This design comes from an exercise in tuning for small area on the open sky130 flow, not from production work. Function was checked by simulation only, so behaviour that the tests miss may differ from the original. Power figures rest on the tool's default switching activity, not on a simulated workload.

## yreg_file
module yreg_file #(
  parameter int WIDTH = 32,
  parameter int ADDR  = 5
) (
  input  logic             clk,
  input  logic             rst,
  input  logic [ADDR-1:0]  rn1,
  input  logic [ADDR-1:0]  rn2,
  input  logic [ADDR-1:0]  wn,
  input  logic [WIDTH-1:0] d,
  input  logic             w,
  output logic [WIDTH-1:0] rd1,
  output logic [WIDTH-1:0] rd2
);
Size in the first run: ~4300 cells after synthesis, about 990 flip-flops, about 110 I/O pins.
==> module yreg_file, before the edit <==
module yreg_file #(
  parameter int WIDTH = 32,
  parameter int ADDR  = 5
) (
  input  logic             clk,
  input  logic             rst,
  input  logic [ADDR-1:0]  rn1,
  input  logic [ADDR-1:0]  rn2,
  input  logic [ADDR-1:0]  wn,
  input  logic [WIDTH-1:0] d,
  input  logic             w,
  output logic [WIDTH-1:0] rd1,
  output logic [WIDTH-1:0] rd2
);
  localparam int N = 2 ** ADDR;
  logic [WIDTH-1:0] tree1 [1:2*N-1];
  logic [WIDTH-1:0] tree2 [1:2*N-1];
  logic wrActive;
  logic hit1;
  logic hit2;
  assign wrActive = w && (wn != '0);
  assign hit1     = !rst && wrActive && (wn == rn1);
  assign hit2     = !rst && wrActive && (wn == rn2);
  genvar i, lv, j;
  for (i = 0; i < N; i++) begin : gReg
    logic [WIDTH-1:0] q;
    if (i == 0) begin : gZero
      assign q = '0;
    end else begin : gFf
      always_ff @(posedge clk or posedge rst) begin
        if (rst) begin
          q <= '0;
        end else if (wrActive && (wn == ADDR'(i))) begin
          q <= d;
        end
      end
    end
    assign tree1[N+i] = q;
    assign tree2[N+i] = q;
  end
  for (lv = 0; lv < ADDR; lv++) begin : gLevel
    for (j = 0; j < (2 ** lv); j++) begin : gNode
      localparam int K = (2 ** lv) + j;
      assign tree1[K] = rn1[ADDR-1-lv] ? tree1[2*K+1] : tree1[2*K];
      assign tree2[K] = rn2[ADDR-1-lv] ? tree2[2*K+1] : tree2[2*K];
    end
  end
  assign rd1 = rst ? '0 : (hit1 ? d : tree1[1]);
  assign rd2 = rst ? '0 : (hit2 ? d : tree2[1]);
endmodule
Settings: LEC_CHECK=0, CAP_MARGIN=20, CORE_MARGIN=2, CORE_UTILIZATION=40, SLEW_MARGIN=20; clock period 7.0 ns.
run.sh (not shown) runs the stock make flow with config.mk's settings and CLKGATE_MAP_FILE= SYNTH_SCRIPT=/design/flow/synth_recipe.tcl, a recipe that flattens the netlist after the stock synthesis.
Edit:
==> flow/design.v (replaced) <==
module yreg_file #(
  parameter int WIDTH = 32,
  parameter int ADDR  = 5
) (
  input  logic             clk,
  input  logic             rst,
  input  logic [ADDR-1:0]  rn1,
  input  logic [ADDR-1:0]  rn2,
  input  logic [ADDR-1:0]  wn,
  input  logic [WIDTH-1:0] d,
  input  logic             w,
  output logic [WIDTH-1:0] rd1,
  output logic [WIDTH-1:0] rd2
);
  localparam int N = 2 ** ADDR;
  logic [N-1:1] we;      
  logic [N-1:1] valid;   
  logic [N-1:1] sel1;    
  logic [N-1:1] sel2;    
  logic         hit1;    
  logic         hit2;    
  logic [WIDTH-1:0] q [1:N-1];
  assign hit1 = !rst && w && (wn != '0) && (wn == rn1);
  assign hit2 = !rst && w && (wn != '0) && (wn == rn2);
  genvar i;
  for (i = 1; i < N; i++) begin : gReg
    assign we[i] = w && (wn == ADDR'(i));
    always_ff @(posedge clk or posedge rst) begin
      if (rst) begin
        valid[i] <= 1'b0;
      end else if (we[i]) begin
        valid[i] <= 1'b1;
      end
    end
    always_ff @(posedge clk) begin
      if (we[i]) begin
        q[i] <= d;
      end
    end
    assign sel1[i] = !rst && valid[i] && !we[i] && (rn1 == ADDR'(i));
    assign sel2[i] = !rst && valid[i] && !we[i] && (rn2 == ADDR'(i));
  end
  always_comb begin
    rd1 = hit1 ? d : '0;
    rd2 = hit2 ? d : '0;
    for (int k = 1; k < N; k++) begin
      rd1 = rd1 | (sel1[k] ? q[k] : '0);
      rd2 = rd2 | (sel2[k] ? q[k] : '0);
    end
  end
endmodule
Effect:
- combinational power is lower by 77%
- sequential share of layout area climbs by 17 points
- total power fell by 22%
- non-clock buffer count came out higher by 103
- die area goes down by 19%
- routed wire length came out higher by 25%

========
Another version of the RTL of yreg_file (not shown whole).
For scale: roughly 2200 cells after synthesis, roughly 1000 flip-flops, ~110 I/O pins, ~40000 µm² of cells after synthesis.
==> module yreg_file, before the edit <==
module yreg_file #(
  parameter int WIDTH = 32,
  parameter int ADDR  = 5
) (
  input  logic             clk,
  input  logic             rst,
  input  logic [ADDR-1:0]  rn1,
  input  logic [ADDR-1:0]  rn2,
  input  logic [ADDR-1:0]  wn,
  input  logic [WIDTH-1:0] d,
  input  logic             w,
  output logic [WIDTH-1:0] rd1,
  output logic [WIDTH-1:0] rd2
);
  localparam int N = 2 ** ADDR;
  logic [N-1:1] we;      
  logic [N-1:1] valid;   
  logic [N-1:1] sel1;    
  logic [N-1:1] sel2;    
  logic         hit1;    
  logic         hit2;    
  logic [WIDTH-1:0] q [1:N-1];
  assign hit1 = !rst && w && (wn != '0) && (wn == rn1);
  assign hit2 = !rst && w && (wn != '0) && (wn == rn2);
  localparam int LO = (ADDR + 1) / 2;
  localparam int HI = ADDR - LO;
  logic [2**LO-1:0] l1, l2, lw;
  logic [2**HI-1:0] h1, h2, hw;
  logic [N-1:1]     rdy;   
  for (genvar k = 0; k < 2**LO; k++) begin : gLo
    assign l1[k] = (rn1[LO-1:0] == LO'(k));
    assign l2[k] = (rn2[LO-1:0] == LO'(k));
    assign lw[k] = (wn[LO-1:0] == LO'(k));
  end
  for (genvar k = 0; k < 2**HI; k++) begin : gHi
    assign h1[k] = (rn1[ADDR-1:LO] == HI'(k));
    assign h2[k] = (rn2[ADDR-1:LO] == HI'(k));
    assign hw[k] = w && (wn[ADDR-1:LO] == HI'(k));
  end
  genvar i;
  for (i = 1; i < N; i++) begin : gReg
    yreg_and2 uWe (.a(hw[i >> LO]), .b(lw[i % (2**LO)]), .y(we[i]));
    always_ff @(posedge clk or posedge rst) begin
      if (rst) begin
        valid[i] <= 1'b0;
      end else if (we[i]) begin
        valid[i] <= 1'b1;
      end
    end
    always_ff @(posedge clk) begin
      if (we[i]) begin
        q[i] <= d;
      end
    end
    assign rdy[i] = !rst && valid[i] && !we[i];
    yreg_and3 uS1 (.a(h1[i >> LO]), .b(l1[i % (2**LO)]), .c(rdy[i]), .y(sel1[i]));
    yreg_and3 uS2 (.a(h2[i >> LO]), .b(l2[i % (2**LO)]), .c(rdy[i]), .y(sel2[i]));
  end
  localparam int G = (N + 2) / 3;    
  logic [N-1:0] s1, s2;
  logic [WIDTH-1:0] x [0:N-1];
  assign s1 = {sel1, hit1};
  assign s2 = {sel2, hit2};
  assign x[0] = d;
  for (i = 1; i < N; i++) begin : gX
    assign x[i] = q[i];
  end
  genvar b, g;
  for (b = 0; b < WIDTH; b++) begin : gBit
    logic [G-2:0] n1, n2;
    for (g = 0; g < G - 1; g++) begin : gGrp
      yreg_aoi222 u1 (.a0(s1[3*g]), .b0(x[3*g][b]), .a1(s1[3*g+1]), .b1(x[3*g+1][b]),
                      .a2(s1[3*g+2]), .b2(x[3*g+2][b]), .y(n1[g]));
      yreg_aoi222 u2 (.a0(s2[3*g]), .b0(x[3*g][b]), .a1(s2[3*g+1]), .b1(x[3*g+1][b]),
                      .a2(s2[3*g+2]), .b2(x[3*g+2][b]), .y(n2[g]));
    end
    logic [2:0] p1, p2;
    yreg_nand4 u1a (.a(n1[3:0]), .y(p1[0]));
    yreg_nand4 u1b (.a(n1[7:4]), .y(p1[1]));
    yreg_nand4 u2a (.a(n2[3:0]), .y(p2[0]));
    yreg_nand4 u2b (.a(n2[7:4]), .y(p2[1]));
    yreg_last u1c (.n0(n1[8]), .n1(n1[9]), .a0(s1[N-2]), .b0(x[N-2][b]),
                   .a1(s1[N-1]), .b1(x[N-1][b]), .y(p1[2]));
    yreg_last u2c (.n0(n2[8]), .n1(n2[9]), .a0(s2[N-2]), .b0(x[N-2][b]),
                   .a1(s2[N-1]), .b1(x[N-1][b]), .y(p2[2]));
    yreg_or3 u1d (.a(p1), .y(rd1[b]));
    yreg_or3 u2d (.a(p2), .y(rd2[b]));
  end
endmodule
==> module yreg_and2, before the edit <==
module yreg_and2 (
  input  logic a, b,
  output logic y
);
  assign y = a && b;
endmodule
==> module yreg_and3, before the edit <==
module yreg_and3 (
  input  logic a, b, c,
  output logic y
);
  assign y = a && b && c;
endmodule
clock: 7.0 ns
lec_check: 0
cap_margin: 20
core_margin: 2
core_utilization: 55
slew_margin: 20
synth_hierarchical: 1
synth_minimum_keep_size: 0
standard.sh (not shown) runs the stock make flow with config.mk's settings and CLKGATE_MAP_FILE= SYNTH_SCRIPT=/design/flow/synth_recipe.tcl, a recipe that flattens the netlist after the stock synthesis.
==> flow/flow/run.sh <==
#!/bin/bash
# The standard flow (standard synthesis unchanged), with these layout changes:
#  - ports are buffered with buf_2 instead of the slow delay buffer the
#    resizer picks by default;
#  - CTS clusters up to 24 sinks per leaf buffer, uses clkbuf_8/16 and
#    inserts no dummy loads;
#  - after global routing, cells off the critical paths are downsized
#    (repair_timing -recover_power 100).
set -uo pipefail
bash standard.sh \
  "BUFFER_PORTS_ARGS=-buffer_cell sky130_fd_sc_hd__buf_2" \
  "CTS_ARGS=-sink_clustering_enable -repair_clock_nets -dont_use_dummy_load -buf_list {sky130_fd_sc_hd__clkbuf_8 sky130_fd_sc_hd__clkbuf_16} -sink_clustering_size 24 -sink_clustering_max_diameter 80" \
  RECOVER_POWER=100 \
  finish > standard_flow.log 2>&1
The starting point completed and failed the layout checks on capacitance limit, slew limit.
Rerun with:
--- a/flow/design.v
+++ b/flow/design.v
@@ -21,26 +21,11 @@
   logic         hit2;    
   logic [WIDTH-1:0] q [1:N-1];
   assign hit1 = !rst && w && (wn != '0) && (wn == rn1);
   assign hit2 = !rst && w && (wn != '0) && (wn == rn2);
-  localparam int LO = (ADDR + 1) / 2;
-  localparam int HI = ADDR - LO;
-  logic [2**LO-1:0] l1, l2, lw;
-  logic [2**HI-1:0] h1, h2, hw;
-  logic [N-1:1]     rdy;   
-  for (genvar k = 0; k < 2**LO; k++) begin : gLo
-    assign l1[k] = (rn1[LO-1:0] == LO'(k));
-    assign l2[k] = (rn2[LO-1:0] == LO'(k));
-    assign lw[k] = (wn[LO-1:0] == LO'(k));
-  end
-  for (genvar k = 0; k < 2**HI; k++) begin : gHi
-    assign h1[k] = (rn1[ADDR-1:LO] == HI'(k));
-    assign h2[k] = (rn2[ADDR-1:LO] == HI'(k));
-    assign hw[k] = w && (wn[ADDR-1:LO] == HI'(k));
-  end
   genvar i;
   for (i = 1; i < N; i++) begin : gReg
-    yreg_and2 uWe (.a(hw[i >> LO]), .b(lw[i % (2**LO)]), .y(we[i]));
+    assign we[i] = w && (wn == ADDR'(i));
     always_ff @(posedge clk or posedge rst) begin
       if (rst) begin
         valid[i] <= 1'b0;
       end else if (we[i]) begin
@@ -51,11 +36,10 @@
       if (we[i]) begin
         q[i] <= d;
       end
     end
-    assign rdy[i] = !rst && valid[i] && !we[i];
-    yreg_and3 uS1 (.a(h1[i >> LO]), .b(l1[i % (2**LO)]), .c(rdy[i]), .y(sel1[i]));
-    yreg_and3 uS2 (.a(h2[i >> LO]), .b(l2[i % (2**LO)]), .c(rdy[i]), .y(sel2[i]));
+    assign sel1[i] = !rst && valid[i] && !we[i] && (rn1 == ADDR'(i));
+    assign sel2[i] = !rst && valid[i] && !we[i] && (rn2 == ADDR'(i));
   end
   localparam int G = (N + 2) / 3;    
   logic [N-1:0] s1, s2;
   logic [WIDTH-1:0] x [0:N-1];
@@ -110,16 +94,4 @@
   output logic       y
 );
   assign y = |a;
 endmodule
-module yreg_and2 (
-  input  logic a, b,
-  output logic y
-);
-  assign y = a && b;
-endmodule
-module yreg_and3 (
-  input  logic a, b, c,
-  output logic y
-);
-  assign y = a && b && c;
-endmodule
Result: The changed run produced a layout that fails on capacitance limit, slew limit; via count rises by 1.9%; register-to-register slack degrades by 0.02 ns; non-clock buffer count rises by 52; die area falls by 0.45%; global-route usage rises by 2.4 points; setup slack improves by 0.083 ns; hold slack improves by 0.0082 ns; core utilization rises by 1.0 points.

what the ideal ports hide:
How much do the figures lean on ideal ports? The routed layouts below were timed once more, with nothing changed but the port constraints. Step 1 assumes that a clkbuf_16 drives the clock port and a buf_2 every other input. Step 2 times the ports against the registers' clock, not the clock port: input delays grow and output delays shrink by t, the midpoint of the rising clock arrivals with the driver on. Slacks: ideal / step 1 / step 2; pairs: ideal / step 1.
run	t, ns	setup WS [ns]	slew at the worst register clock pin (ns)	max-slew violations	cell pins on the clock port's net
the first run of note 1	0.811	0.185 / 0.107 / 0.107	0.06 / 0.06	0 / 0	1
the second run of note 1	0.780	0.140 / 0.113 / 0.113	0.07 / 0.07	0 / 0	1
the first run of note 2	0.691	0.395 / 0.370 / 0.370	0.10 / 0.10	1896 / 1930	1
the second run of note 2	0.698	0.478 / 0.445 / 0.445	0.10 / 0.10	1544 / 1545	1
The drivers bring new slew violations in the first run of note 2 and the second run of note 2. The setup slack of the first run of note 1, which loses most, moves by -0.078 ns with the drivers and by -0.078 ns with both steps.
